This is an optimization exercise on Yosys and OpenROAD, whose aim is small area, a short achievable clock period and few clock cycles per item, not a production implementation.
The RTL was checked by simulation tests, not by an equivalence proof against the original design.
No activity file was given, so power comes from the tool's default toggle rates.

==> flow/run.sh <==
#!/bin/bash
# synth_recipe.tcl (not shown) runs the flow's synth.tcl, then flattens the netlist and writes it again
# the make line also repeats each setting of config.mk as NAME=value (left out here)
make -C /OpenROAD-flow-scripts/flow DESIGN_CONFIG=/design/flow/config.mk WORK_HOME=/design/flow/orfs CLKGATE_MAP_FILE= SYNTH_SCRIPT=/design/flow/synth_recipe.tcl finish
==> flow/config.mk <==
export PLATFORM = sky130hd
export DESIGN_NAME = blur_top
export DESIGN_NICKNAME = blur_top
export VERILOG_FILES = /design/flow/design.v
export SDC_FILE = /design/flow/constraint.sdc
export NUM_CORES = 4
export LEC_CHECK = 0
export CAP_MARGIN = 20
export CORE_MARGIN = 2
export CORE_UTILIZATION = 45
export SLEW_MARGIN = 20
==> flow/constraint.sdc <==
create_clock -name core_clock -period 10.0 [get_ports {clk}]
set_input_delay 2.0000 -clock core_clock [delete_from_list [all_inputs] [get_ports {clk}]]
set_output_delay 2.0000 -clock core_clock [all_outputs]
set_load 0.01 [all_outputs]
==> flow/design.v <==
`default_nettype none
package blur_pkg;
    typedef logic [3*4-1:0] pixel_t;
    typedef logic [4-1:0] chan_t;
    typedef logic [8-1:0] col_t;
    typedef logic [8-1:0] row_t;
    typedef struct packed {
        logic   sof;
        pixel_t pixel;
    } in_beat_t;
    typedef struct packed {
        pixel_t pixel;
        row_t   row;
        col_t   col;
    } pos_pixel_t;
    typedef struct packed {
        pixel_t p0, p1, p2;
        pixel_t p3, p4, p5;
        pixel_t p6, p7, p8;
    } window_t;
    typedef struct packed {
        chan_t p0, p1, p2;
        chan_t p3, p4, p5;
        chan_t p6, p7, p8;
    } chan_window_t;
    typedef enum logic [1:0] {
        hs_idle,
        hs_hold,
        hs_release
    } hs_state_t;
endpackage
`default_nettype wire
`default_nettype none
module pixel_in_port (
    input  logic                 clk,
    input  logic                 reset,
    input  logic                 in_req,
    input  blur_pkg::in_beat_t   in_beat,
    input  logic                 space,
    output logic                 in_ack,
    output logic                 accept,
    output blur_pkg::pos_pixel_t accept_beat
);
    localparam blur_pkg::col_t LAST_COL = blur_pkg::col_t'(160 - 1);
    blur_pkg::hs_state_t state;
    blur_pkg::row_t row_cnt;
    blur_pkg::col_t col_cnt;
    blur_pkg::row_t beat_row;
    blur_pkg::col_t beat_col;
    logic take;
    assign beat_row = in_beat.sof ? '0 : row_cnt;
    assign beat_col = in_beat.sof ? '0 : col_cnt;
    assign take = (state == blur_pkg::hs_idle) && in_req && space;
    always_ff @(posedge clk) begin
        if (reset) begin
            state  <= blur_pkg::hs_idle;
            in_ack <= 1'b0;
            accept <= 1'b0;
        end else begin
            accept <= 1'b0;
            case (state)
                blur_pkg::hs_idle: begin
                    if (take) begin
                        in_ack <= 1'b1;
                        accept <= 1'b1;
                        state  <= blur_pkg::hs_hold;
                    end
                end
                blur_pkg::hs_hold: begin
                    if (!in_req) begin
                        in_ack <= 1'b0;
                        state  <= blur_pkg::hs_release;
                    end
                end
                blur_pkg::hs_release: begin
                    state <= blur_pkg::hs_idle;
                end
                default: begin
                    state <= blur_pkg::hs_idle;
                end
            endcase
        end
    end
    always_ff @(posedge clk) begin
        if (reset) begin
            row_cnt <= '0;
            col_cnt <= '0;
        end else if (take) begin
            if (beat_col == LAST_COL) begin
                col_cnt <= '0;
                row_cnt <= beat_row + 1'b1;
            end else begin
                col_cnt <= beat_col + 1'b1;
                row_cnt <= beat_row;
            end
        end
    end
    always_ff @(posedge clk) begin
        if (take) begin
            accept_beat.pixel <= in_beat.pixel;
            accept_beat.row   <= beat_row;
            accept_beat.col   <= beat_col;
        end
    end
endmodule
`default_nettype wire
`default_nettype none
module window_former (
    input  logic                 clk,
    input  logic                 reset,
    input  logic                 accept,
    input  blur_pkg::pos_pixel_t accept_beat,
    output logic                 win_valid,
    output blur_pkg::window_t    window
);
    blur_pkg::pixel_t line_prev [160];
    blur_pkg::pixel_t line_old  [160];
    blur_pkg::pixel_t col_now [3];
    blur_pkg::pixel_t hist [3][2];
    logic fresh;
    logic mask_all;
    logic mask_top;
    logic mask_left;
    blur_pkg::window_t raw_win;
    blur_pkg::window_t masked_win;
    assign col_now[0] = line_old[accept_beat.col];
    assign col_now[1] = line_prev[accept_beat.col];
    assign col_now[2] = accept_beat.pixel;
    assign fresh = (accept_beat.col == '0);
    assign mask_all  = (accept_beat.row == '0) || (accept_beat.col == '0);
    assign mask_top  = (accept_beat.row == blur_pkg::row_t'(1));
    assign mask_left = (accept_beat.col == blur_pkg::col_t'(1));
    always_comb begin
        raw_win.p0 = hist[0][1]; raw_win.p1 = hist[0][0]; raw_win.p2 = col_now[0];
        raw_win.p3 = hist[1][1]; raw_win.p4 = hist[1][0]; raw_win.p5 = col_now[1];
        raw_win.p6 = hist[2][1]; raw_win.p7 = hist[2][0]; raw_win.p8 = col_now[2];
    end
    always_comb begin
        masked_win = raw_win;
        if (mask_top) begin
            masked_win.p0 = '0;
            masked_win.p1 = '0;
            masked_win.p2 = '0;
        end
        if (mask_left) begin
            masked_win.p0 = '0;
            masked_win.p3 = '0;
            masked_win.p6 = '0;
        end
        if (mask_all) begin
            masked_win = '0;
        end
    end
    always_ff @(posedge clk) begin
        if (accept) begin
            line_old[accept_beat.col]  <= col_now[1];
            line_prev[accept_beat.col] <= col_now[2];
            for (int i = 0; i < 3; i++) begin
                hist[i][0] <= col_now[i];
                hist[i][1] <= fresh ? '0 : hist[i][0];
            end
            window <= masked_win;
        end
    end
    always_ff @(posedge clk) begin
        if (reset) begin
            win_valid <= 1'b0;
        end else begin
            win_valid <= accept;
        end
    end
endmodule
`default_nettype wire
`default_nettype none
module gauss_lane (
    input  logic                   clk,
    input  logic                   reset,
    input  logic                   win_valid,
    input  blur_pkg::chan_window_t chan_win,
    output logic                   lane_valid,
    output blur_pkg::chan_t        result
);
    localparam int SUM_W = 4 + 4;
    logic [SUM_W-1:0] corner_sum;
    logic [SUM_W-1:0] edge_sum;
    logic [SUM_W-1:0] centre_tap;
    logic [SUM_W-1:0] total;
    assign corner_sum = SUM_W'(chan_win.p0) + SUM_W'(chan_win.p2)
                      + SUM_W'(chan_win.p6) + SUM_W'(chan_win.p8);
    assign edge_sum = SUM_W'(chan_win.p1) + SUM_W'(chan_win.p3)
                    + SUM_W'(chan_win.p5) + SUM_W'(chan_win.p7);
    assign centre_tap = SUM_W'(chan_win.p4);
    assign total = corner_sum + (edge_sum << 1) + (centre_tap << 2);
    always_ff @(posedge clk) begin
        if (win_valid) begin
            result <= total[SUM_W-1 -: 4];
        end
    end
    always_ff @(posedge clk) begin
        if (reset) begin
            lane_valid <= 1'b0;
        end else begin
            lane_valid <= win_valid;
        end
    end
endmodule
`default_nettype wire
`default_nettype none
module pixel_out_port (
    input  logic             clk,
    input  logic             reset,
    input  logic             accept,
    input  logic             lane_valid,
    input  blur_pkg::pixel_t results,
    input  logic             out_ack,
    output logic             space,
    output logic             out_req,
    output blur_pkg::pixel_t out_pixel
);
    localparam int DEPTH = 4;
    localparam int PTR_W = $clog2(DEPTH);
    localparam int CNT_W = $clog2(DEPTH + 1);
    blur_pkg::pixel_t queue_mem [DEPTH];
    logic [PTR_W-1:0] wr_ptr;
    logic [PTR_W-1:0] rd_ptr;
    logic [CNT_W-1:0] fill;
    logic [CNT_W-1:0] credits;
    blur_pkg::hs_state_t state;
    logic push;
    logic pop;
    logic launch;
    function automatic logic [PTR_W-1:0] next_ptr(input logic [PTR_W-1:0] ptr);
        next_ptr = (ptr == PTR_W'(DEPTH - 1)) ? '0 : ptr + 1'b1;
    endfunction
    assign push   = lane_valid;
    assign pop    = (state == blur_pkg::hs_hold) && out_ack;
    assign launch = (state == blur_pkg::hs_idle) && (fill != '0);
    assign space = (credits < CNT_W'(DEPTH));
    always_ff @(posedge clk) begin
        if (push) begin
            queue_mem[wr_ptr] <= results;
        end
    end
    always_ff @(posedge clk) begin
        if (reset) begin
            wr_ptr <= '0;
            rd_ptr <= '0;
            fill   <= '0;
        end else begin
            if (push) begin
                wr_ptr <= next_ptr(wr_ptr);
            end
            if (pop) begin
                rd_ptr <= next_ptr(rd_ptr);
            end
            case ({push, pop})
                2'b10:   fill <= fill + 1'b1;
                2'b01:   fill <= fill - 1'b1;
                default: fill <= fill;
            endcase
        end
    end
    always_ff @(posedge clk) begin
        if (reset) begin
            credits <= '0;
        end else begin
            case ({accept, pop})
                2'b10:   credits <= credits + 1'b1;
                2'b01:   credits <= credits - 1'b1;
                default: credits <= credits;
            endcase
        end
    end
    always_ff @(posedge clk) begin
        if (reset) begin
            state   <= blur_pkg::hs_idle;
            out_req <= 1'b0;
        end else begin
            case (state)
                blur_pkg::hs_idle: begin
                    if (launch) begin
                        out_req <= 1'b1;
                        state   <= blur_pkg::hs_hold;
                    end
                end
                blur_pkg::hs_hold: begin
                    if (out_ack) begin
                        out_req <= 1'b0;
                        state   <= blur_pkg::hs_release;
                    end
                end
                blur_pkg::hs_release: begin
                    if (!out_ack) begin
                        state <= blur_pkg::hs_idle;
                    end
                end
                default: begin
                    state <= blur_pkg::hs_idle;
                end
            endcase
        end
    end
    always_ff @(posedge clk) begin
        if (launch) begin
            out_pixel <= queue_mem[rd_ptr];
        end
    end
endmodule
`default_nettype wire
`default_nettype none
module blur_top (
    input  logic               clk,
    input  logic               reset,
    input  logic               in_req,
    input  logic [12:0]        in_beat,
    output logic               in_ack,
    output logic               out_req,
    input  logic               out_ack,
    output logic [11:0]        out_pixel
);
    localparam int CB = 4;
    logic       accept;
    blur_pkg::pos_pixel_t accept_beat;
    logic space;
    logic    win_valid;
    blur_pkg::window_t window;
    logic [35:0]              chan_win [3];
    logic [3-1:0] lane_valid;
    blur_pkg::pixel_t                   results;
    pixel_in_port in_port_i (
        .clk         (clk),
        .reset       (reset),
        .in_req      (in_req),
        .in_beat     (in_beat),
        .space       (space),
        .in_ack      (in_ack),
        .accept      (accept),
        .accept_beat (accept_beat)
    );
    window_former window_i (
        .clk         (clk),
        .reset       (reset),
        .accept      (accept),
        .accept_beat (accept_beat),
        .win_valid   (win_valid),
        .window      (window)
    );
    for (genvar ch = 0; ch < 3; ch++) begin : g_lane
        assign chan_win[ch] = {
            window.p0[ch*CB +: CB], window.p1[ch*CB +: CB], window.p2[ch*CB +: CB],
            window.p3[ch*CB +: CB], window.p4[ch*CB +: CB], window.p5[ch*CB +: CB],
            window.p6[ch*CB +: CB], window.p7[ch*CB +: CB], window.p8[ch*CB +: CB]
        };
        gauss_lane lane_i (
            .clk        (clk),
            .reset      (reset),
            .win_valid  (win_valid),
            .chan_win   (chan_win[ch]),
            .lane_valid (lane_valid[ch]),
            .result     (results[ch*CB +: CB])
        );
    end
    pixel_out_port out_port_i (
        .clk        (clk),
        .reset      (reset),
        .accept     (accept),
        .lane_valid (lane_valid[0]),
        .results    (results),
        .out_ack    (out_ack),
        .space      (space),
        .out_req    (out_req),
        .out_pixel  (out_pixel)
    );
endmodule
`default_nettype wire
==> summary.md, run 1 <==
| Metric | Value |
|---|---|
| Static leakage | `57.03 nW` |
| Post-route clock period utilization | `61.47%` |
| Remaining DRCs | `0` |
| Number of synthesized register bits | `4163` |
| Fmax achieved | `162.7 MHz` |
| Most common cell after layout, fill and taps aside | `edfxtp_1` |
| Cell area after synthesis | `161500 sq um` |
| Type of the worst setup path | `reg2reg` |
| Layout Skew | `0.07105 ns` |
| Hold depth | `1` |
| Post-synth EDFFs | `4120` |
| PortBufs | `30` |
| Wire per inst | `34.63 um` |
| Final ANT Viol Nets | `0` |
| CTS Buf Count | `425` |
| GP Congestion | `0.8371` |
| Share of the synthesized area in the top cell type | `76.62%` |
| Dpl cells | `12090` |
| Die area | `363600 sq um` |
| Hold Buf Count CTS | `0` |
| TritonRoute pass-1 iters | `6` |
| Final Hold Viols | `0` |
| Crit Path Max Fanout | `77` |
| CTS tree | `done` |
| CTS Sinks | `4163` |
| HP Class | `reg2reg` |
| Max_slew headroom | `22.31%` |
| Num ports | `31` |
| Clk slew on worst S/H paths | `0.06 ns` |
| Number of max-cap violations | `0` |
| Die W | `603.0 um` |
| Largest net degree at the start of global routing | `171` |
| Critical Path End Type | `register` |
| H-tree levels | `5` |
| Clock Path Buffers | `4` |
| Number of DRC markers in iteration 0 | `11600` |
| Mapped Nets | `7510` |
| # nets final | `7917` |
| # setup viols final | `0` |
| Outcome | `complete, no violations` |
| Global-route wire length before repair | `622.6 mm` |
| Reg2Reg Depth | `11` |
| Mapped Avg Cell Area | `21.92 sq um` |
| Area grow syn2layout | `13.35%` |
| Vias | `79920` |
| Critical Path RT | `10.74 ns` |
| Worst Tran Pin Value | `1.153 ns` |
| Ys flop type | `edfxtp_1` |
| Critical Path AT | `6.89 ns` |
| Via/cell ratio | `6.211` |
| RSZ-0062 raised after global routing | `no` |
| Starting Density | `45.29%` |
| Post-DP HPWL | `249.6 mm` |
| Synth Instances | `7365` |
| Number of global-route vias before repair | `79410` |
| Total GRT Usage | `24.32%` |
| # fillers | `27610` |
| Post-Layout Cell Count | `12870` |
| Clock latency on the worst-skew pair | `1.00 ns` |
| Initial antenna violation count | `19` |
| Die Height | `603.0 um` |
| Setup bufs post-CTS | `0` |
| Synth area leaders | `edfxtp_1 (77%), mux4_2 (14%), mux2i_1 (0.98%)` |
| Std cell rows | `219` |
| Synth area leader | `edfxtp_1` |
| Total Routed Length | `445.6 mm` |
| Syn. warnings | `9` |
| Critical hold path startpoint | `in_port_i.state[1]` |
| Post-synth ARST share | `0%` |
| Yosys cell types | `73` |
| Setup_tns | `0 ns` |
| Most frequent cells in the layout | `edfxtp_1 (4120), mux4_2 (988), clkbuf_16 (430), buf_4 (295), nand2_1 (210)` |
| Crit path time final | `6.147 ns` |
| Crit path launch type | `register` |
| Post-cts sizing count | `0` |
| Maximum vdd ir drop | `0.1600 mV` |
| Seq/Total Area, Yosys | `77.16%` |
| Final Max Tran Viols | `0` |
| Total grt overflow | `0` |
| Core ar. | `356500 sq um` |
| Pwr/cell area | `213.8 nW/um^2` |
| Root Buffer Master | `clkbuf_16` |
| Layout cell share with drive strength beyond 1 | `26.66%` |
## registers in the layout (all words and copies together), names as in the netlist, named ones only
name / cells
g_lane.lane_i.result: 12
window_i.line_old: 1920
in_port_i.state: 2
in_port_i.accept: 1
out_port_i.wr_ptr: 2
out_port_i.fill: 3
out_port_i.credits: 3
window_i.hist: 72
g_lane.lane_i.lane_valid: 1
out_port_i.out_pixel: 12
window_i.win_valid: 1
out_port_i.out_req: 1
out_port_i.state: 2
in_port_i.in_ack: 1
in_port_i.accept_beat: 28
out_port_i.rd_ptr: 2
window_i.window: 108
window_i.line_prev: 1920
in_port_i.row_cnt: 8
out_port_i.queue_mem: 48
in_port_i.col_cnt: 8
## report_power, final
| part | total [mW] | internal (mW) | leakage, nW | switching, mW |
|---|---|---|---|---|
| combinational | 3.69 | 1.28 | 12.9 | 2.41 |
| clock | 15.5 | 8.81 | 6.62 | 6.67 |
| sequential | 20.0 | 19.9 | 37.5 | 0.0872 |
| total | 39.1 | 30.0 | 57.0 | 9.17 |
## cell families (layout without fill, tap and decap cells)
kind of cell	after synthesis	in the layout	synth area share, %
flops	4163	4163	77.16
buf+inv	466	1211	1.530
other cells	0	7	0
xor+xnor	36	36	0.1953
fa+ha+maj	128	128	1.224
simple gates	862	862	2.595
compound gates	542	542	2.367
mux	1168	1168	14.93
## per-stage QoR
stage               util [%]  total power [mW]  cell area [sq um]  hold slack (ns)  setup slack, ns
global route           51.33             40.31             183000           0.4692            3.649
finish                 51.34             39.14             183000           0.4388            3.853
floorplan                  -             22.79             161500           0.4063           0.2409
detailed placement     47.49             24.04             169300           0.4307            3.475
CTS                    51.28             39.40             182800           0.4408            3.463
global placement       47.42             23.95             169100           0.4193            3.625
## metal layers
layer / wire length, um / global-route usage, % / share of wire [%]
met2: 210800 / 38.30 / 47
met3: 45420 / 5.027 / 10
met5: 66 / 0 / 0.015
met4: 14040 / 7.131 / 3.2
met1: 175300 / 34.50 / 39
## synthesized netlist by cell type (31+ instances only)
cell type,count
buf_4,73
a22oi_1,145
mux4_2,988
buf_2,97
nor3_1,34
o22ai_1,48
a21oi_1,96
nand3_1,99
ha_1,78
a21o_1,33
dfxtp_1,43
mux2i_1,158
and2_1,117
clkbuf_1,155
o221ai_1,31
nand2_1,210
o21ai_0,39
fa_1,50
nor2b_1,78
buf_6,37
nor2_1,219
edfxtp_1,4120
inv_1,74
## final timing paths
| check | end | slack (ns) |
|---|---|---|
| min reg2reg | in_port_i.state[1] | 0.44 |
| min | in_port_i.state[1] | 0.44 |
| max | window_i.line_old[40][1] | 3.85 |
| max reg2reg | window_i.line_old[40][1] | 3.85 |
## area by class of cell
cell class | instances | area [sq um] | area share (%)
sequential | 4163 | 124600 | 68.08
multi-input combinational | 2736 | 35220 | 19.25
clock buffer | 509 | 11060 | 6.041
tap | 4751 | 5944 | 3.248
timing repair buffer | 369 | 3420 | 1.868
clock inverter | 256 | 2452 | 1.340
inverter | 77 | 297.8 | 0.1627
antenna | 7 | 17.52 | 0.009571
## critical path, cell delays in order, from the launching register on
cell and delay [ns]:
dfxtp_4 0.91, buf_12 0.40, buf_4 0.67, mux2i_1 0.20, o221ai_1 0.30, o22ai_1 0.14
o21ai_0 0.72, nand3_1 0.47, a21oi_4 0.41, buf_4 0.65, buf_4 0.43, buf_16 0.27
Testbench counts, summed over its fixed seeds: cycles 92,176, items 30,720.
==> run 2, diff against run 1 <==
==> flow/design.v (replaced) <==
`default_nettype none
package blur_pkg;
    typedef logic [3*4-1:0] pixel_t;
    typedef logic [4-1:0] chan_t;
    typedef logic [8-1:0] col_t;
    typedef logic [8-1:0] row_t;
    typedef struct packed {
        logic   sof;
        pixel_t pixel;
    } in_beat_t;
    typedef struct packed {
        pixel_t pixel;
        row_t   row;
        col_t   col;
    } pos_pixel_t;
    typedef struct packed {
        pixel_t p0, p1, p2;
        pixel_t p3, p4, p5;
        pixel_t p6, p7, p8;
    } window_t;
    typedef struct packed {
        chan_t p0, p1, p2;
        chan_t p3, p4, p5;
        chan_t p6, p7, p8;
    } chan_window_t;
    typedef enum logic [1:0] {
        hs_idle,
        hs_hold,
        hs_release
    } hs_state_t;
endpackage
`default_nettype wire
`default_nettype none
module blur_top (
    input  logic               clk,
    input  logic               reset,
    input  logic               in_req,
    input  logic [12:0]        in_beat,
    output logic               in_ack,
    output logic               out_req,
    input  logic               out_ack,
    output logic [11:0]        out_pixel
);
    localparam int W     = 160;
    localparam int PW    = 3 * 4;
    localparam int CB    = 4;
    localparam int DEPTH = 2 * W + 2;
    logic busy;
    logic acc;
    logic pop;
    logic take;
    logic [12:0] beat_q;
    assign pop  = out_req && out_ack;
    assign take = in_req && !in_ack && (!busy || pop);
    always_ff @(posedge clk) begin
        beat_q <= in_beat;
    end
    always_ff @(posedge clk) begin
        if (reset) begin
            in_ack  <= 1'b0;
            acc     <= 1'b0;
            busy    <= 1'b0;
            out_req <= 1'b0;
        end else begin
            in_ack  <= in_req && (in_ack || !busy || pop);
            acc     <= take;
            busy    <= take || (busy && !pop);
            out_req <= !out_ack && (out_req || busy);
        end
    end
    logic [8-1:0] row_cnt, row;
    logic [8-1:0] col_cnt, col;
    assign row = beat_q[12] ? '0 : row_cnt;
    assign col = beat_q[12] ? '0 : col_cnt;
    always_ff @(posedge clk) begin
        if (reset) begin
            row_cnt <= '0;
            col_cnt <= '0;
        end else if (acc) begin
            if (col == (W - 1)) begin
                col_cnt <= '0;
                row_cnt <= row + 1'b1;
            end else begin
                col_cnt <= col + 1'b1;
                row_cnt <= row;
            end
        end
    end
    logic [DEPTH*PW-1:0] hist;
    always_ff @(posedge clk) begin
        if (acc) begin
            hist <= {hist[(DEPTH-1)*PW-1:0], beat_q[PW-1:0]};
        end
    end
    function automatic logic [PW-1:0] tap(input int k);
        tap = hist[(k-1)*PW +: PW];
    endfunction
    logic mask_all, mask_top, mask_left;
    assign mask_all  = (row == '0) || (col == '0);
    assign mask_top  = (row == 1);
    assign mask_left = (col == 1);
    logic [PW-1:0] p0, p1, p2, p3, p4, p5, p6, p7, p8;
    assign p0 = (mask_top || mask_left) ? '0 : tap(2*W + 2);
    assign p1 = mask_top                ? '0 : tap(2*W + 1);
    assign p2 = mask_top                ? '0 : tap(2*W);
    assign p3 = mask_left               ? '0 : tap(W + 2);
    assign p4 = tap(W + 1);
    assign p5 = tap(W);
    assign p6 = mask_left               ? '0 : tap(2);
    assign p7 = tap(1);
    assign p8 = beat_q[PW-1:0];
    logic [PW-1:0] result;
    for (genvar ch = 0; ch < 3; ch++) begin : g_lane
        logic [CB+3:0] total;
        assign total = (CB+4)'(p0[ch*CB +: CB]) + (CB+4)'(p2[ch*CB +: CB])
                     + (CB+4)'(p6[ch*CB +: CB]) + (CB+4)'(p8[ch*CB +: CB])
                     + (((CB+4)'(p1[ch*CB +: CB]) + (CB+4)'(p3[ch*CB +: CB])
                       + (CB+4)'(p5[ch*CB +: CB]) + (CB+4)'(p7[ch*CB +: CB])) << 1)
                     + ((CB+4)'(p4[ch*CB +: CB]) << 2);
        assign result[ch*CB +: CB] = mask_all ? '0 : total[CB+3 -: CB];
    end
    always_ff @(posedge clk) begin
        if (acc) begin
            out_pixel <= result;
        end
    end
endmodule
`default_nettype wire
==> run 2 against run 1 <==
  * Still clean
  * Critical path type unchanged
  * Synthesized cell count down 40%
  * Die area shrank 25%
  * Critical endpoint is now out_pixel[7]
  * Critical path depth grew 10
==> summary.md, run 2 <==
| Metric | Value |
|---|---|
| Cell with the most instances after synthesis | `edfxtp_1` |
| Seq/Total Area, Yosys | `96.68%` |
| HP Class | `reg2reg` |
| CTS tree | `done` |
| Post-route clock period utilization | `69.43%` |
| Final Max Tran Viols | `0` |
| Top post-synthesis cells by count | `edfxtp_1 (3876), inv_1 (94), fa_1 (63)` |
| Total GRT Usage | `10.68%` |
| Fmax achieved | `144.0 MHz` |
| Largest Register | `hist` |
| Outcome | `complete, no violations` |
| Std cell rows | `190` |
| Worst hold slack | `0.3799 ns` |
| Final Hold Viols | `0` |
| Layout Skew | `0.07101 ns` |
| Post-synth ARST share | `0%` |
| GP Congestion | `0.7165` |
| Most frequent cells in the layout | `edfxtp_1 (3876), clkbuf_16 (395), inv_1 (94), clkinv_1 (91), clkinv_2 (80)` |
| Wire per inst | `17.13 um` |
| Clock Path Buffers | `4` |
| Synth area leaders | `edfxtp_1 (96%), fa_1 (1.0%), dfxtp_1 (0.55%)` |
| RSZ-0062 raised after global routing | `no` |
| Ys flop type | `edfxtp_1` |
| Via/cell ratio | `4.656` |
| Share of the synthesized area in the top cell type | `96.14%` |
| Die W | `522.7 um` |
| Mapped Avg Cell Area | `27.55 sq um` |
| Mapped Nets | `4525` |
| Clk slew on worst S/H paths | `0.06 ns` |
| TritonRoute pass-1 iters | `5` |
| Pwr/cell area | `244.8 nW/um^2` |
| Number of synthesized register bits | `3909` |
| Clock latency on the worst-skew pair | `0.89 ns` |
| Number of global-route vias before repair | `39860` |
| Synth area leader | `edfxtp_1` |
| # nets final | `4963` |
| Critical Path RT | `10.58 ns` |
| Vias | `40530` |
| # setup viols final | `0` |
| Setup_tns | `0 ns` |
| Area grow syn2layout | `14.54%` |
| Initial antenna violation count | `6` |
| Post-DP HPWL | `66.23 mm` |
| Syn. warnings | `1` |
| Total Routed Length | `149.1 mm` |
| Num ports | `31` |
| Post-synth EDFFs | `3876` |
| Cell area after synthesis | `121100 sq um` |
| Die Height | `522.7 um` |
| Top Registers | `hist x3864, beat_q x13, out_pixel x12` |
| Number of DRC markers in iteration 0 | `4193` |
| H-tree levels | `5` |
| Max_slew headroom | `19.79%` |
| Crit path launch type | `register` |
| Most common cell after layout, fill and taps aside | `edfxtp_1` |
| Core ar. | `267700 sq um` |
| Final ANT Viol Nets | `0` |
| CTS Buf Count | `389` |
| Post-cts sizing count | `0` |
| Maximum vdd ir drop | `0.1483 mV` |
| Critical Path AT | `7.53 ns` |
| Layout cell share with drive strength beyond 1 | `11.60%` |
| Die area | `273200 sq um` |
| Largest net degree at the start of global routing | `206` |
| Type of the worst setup path | `reg2reg` |
| CTS Sinks | `3909` |
| Starting Density | `45.23%` |
| Synth Instances | `4394` |
| Total grt overflow | `0` |
| Setup bufs post-CTS | `0` |
| Yosys cell types | `57` |
| Critical Path End Type | `register` |
| Crit path time final | `6.943 ns` |
| Global-route wire length before repair | `231.5 mm` |
| Remaining DRCs | `0` |
| Max FFs per register | `3864` |
| Worst Tran Pin Value | `1.203 ns` |
| Number of max-cap violations | `0` |
| Static leakage | `44.47 nW` |
| Crit Path Max Fanout | `25` |
| Root Buffer Master | `clkbuf_16` |
| PortBufs | `30` |
| Hold Buf Count CTS | `0` |
## run 2: cell families (layout without fill, tap and decap cells)
group / count (synthesis) / after routing / synth area share [%]
DFF: 3909 / 3909 / 96.68
buffers and inverters: 111 / 865 / 0.3855
and+or+nand+nor: 173 / 173 / 0.8361
muxes: 14 / 14 / 0.1168
other: 0 / 4 / 0
xor gates and xnor gates: 6 / 6 / 0.04340
AOI/OAI and AO/OA: 67 / 67 / 0.3679
adders and majority gates: 114 / 114 / 1.569
## run 2: through the flow
| step | area [sq um] | instances | worst slack [ns] | total power [mW] | util [%] |
|---|---|---|---|---|---|
| after floorplan | 121100 | 4394 | -19.92 | 20.75 | - |
| after global placement | 126200 | 7993 | 3.056 | 20.18 | 47.14 |
| after detailed placement | 126200 | 7993 | 2.979 | 20.20 | 47.14 |
| after CTS | 138700 | 8700 | 2.947 | 34.53 | 51.80 |
| after global routing | 138700 | 8702 | 2.621 | 35.33 | 51.80 |
| final | 138700 | 8704 | 3.057 | 33.95 | 51.81 |
## run 2: layout make-up
cell class,count,area (sq um)
antenna,4,10.01
tap,3552,4444
inverter,94,352.8
sequential,3909,117100
multi-input combinational,374,3575
clock inverter,244,2340
clock buffer,463,10140
timing repair buffer,64,755.7
fill,20340,129000
## run 2: path summary, 6_finish.rpt
check	cells after the start	from	slack, ns	end
worst max-delay path	21	beat_q[12]	3.06	out_pixel[7]
worst min-delay path	0	hist[2839]	0.38	hist[2851]
worst max register to register	21	beat_q[12]	3.06	out_pixel[7]
worst min register to register	0	hist[2839]	0.38	hist[2851]
## run 2: power breakdown
group / leakage, nW / internal (mW) / switching (mW)
logic: 2.34 / 0.308 / 0.648
clock network: 6.11 / 8.26 / 5.85
registers: 36.0 / 18.7 / 0.189
total: 44.5 / 27.3 / 6.69
## run 2: critical path: stages (launching register included)
cell,delay [ns]
dfxtp_1,0.80
nand2b_1,0.24
inv_1,0.08
ha_1,0.24
nand2_1,0.42
buf_4,0.32
nand2_1,0.09
fa_1,0.46
fa_1,0.54
inv_1,0.04
ha_1,0.22
fa_1,0.48
inv_1,0.06
fa_1,0.45
fa_1,0.40
fa_1,0.51
inv_1,0.05
ha_1,0.37
a21o_1,0.22
a21o_1,0.20
a221oi_1,0.35
mux2i_1,0.13
## run 2: routing by layer
metal,track usage (%),vias to the layer above,wire [um]
met5,0,-,0
met4,3.724,0,3717
met3,2.535,299,6286
met2,13.49,622,60080
met1,17.82,21080,79050
li1,-,18530,-
Testbench counts of run 2, summed over its fixed seeds: cycles 61,440, items 30,720.

==> separate check: timing with driven ports <==
Ports are ideal in the flow. The routed layouts listed here were re-timed in OpenROAD. Step 1: set_driving_cell puts a clkbuf_16 on clk and a buf_2 on each other input, an assumption about the parent block. Step 2, shift: input delay + t, output delay - t, t = (earliest + latest rising clock arrival at the registers) / 2. This alone moves slack from input paths to output paths. a / b / c = ideal / step 1 / step 2; a / b = the first two.
run	t, ns	setup slack, ns	latest minus earliest clock arrival (ns)
run 1	1.062	3.853 / 3.853 / 3.853	0.071 / 0.071
run 2	0.946	3.057 / 3.057 / 3.057	0.078 / 0.078
After both steps setup and hold are still met in every run listed.
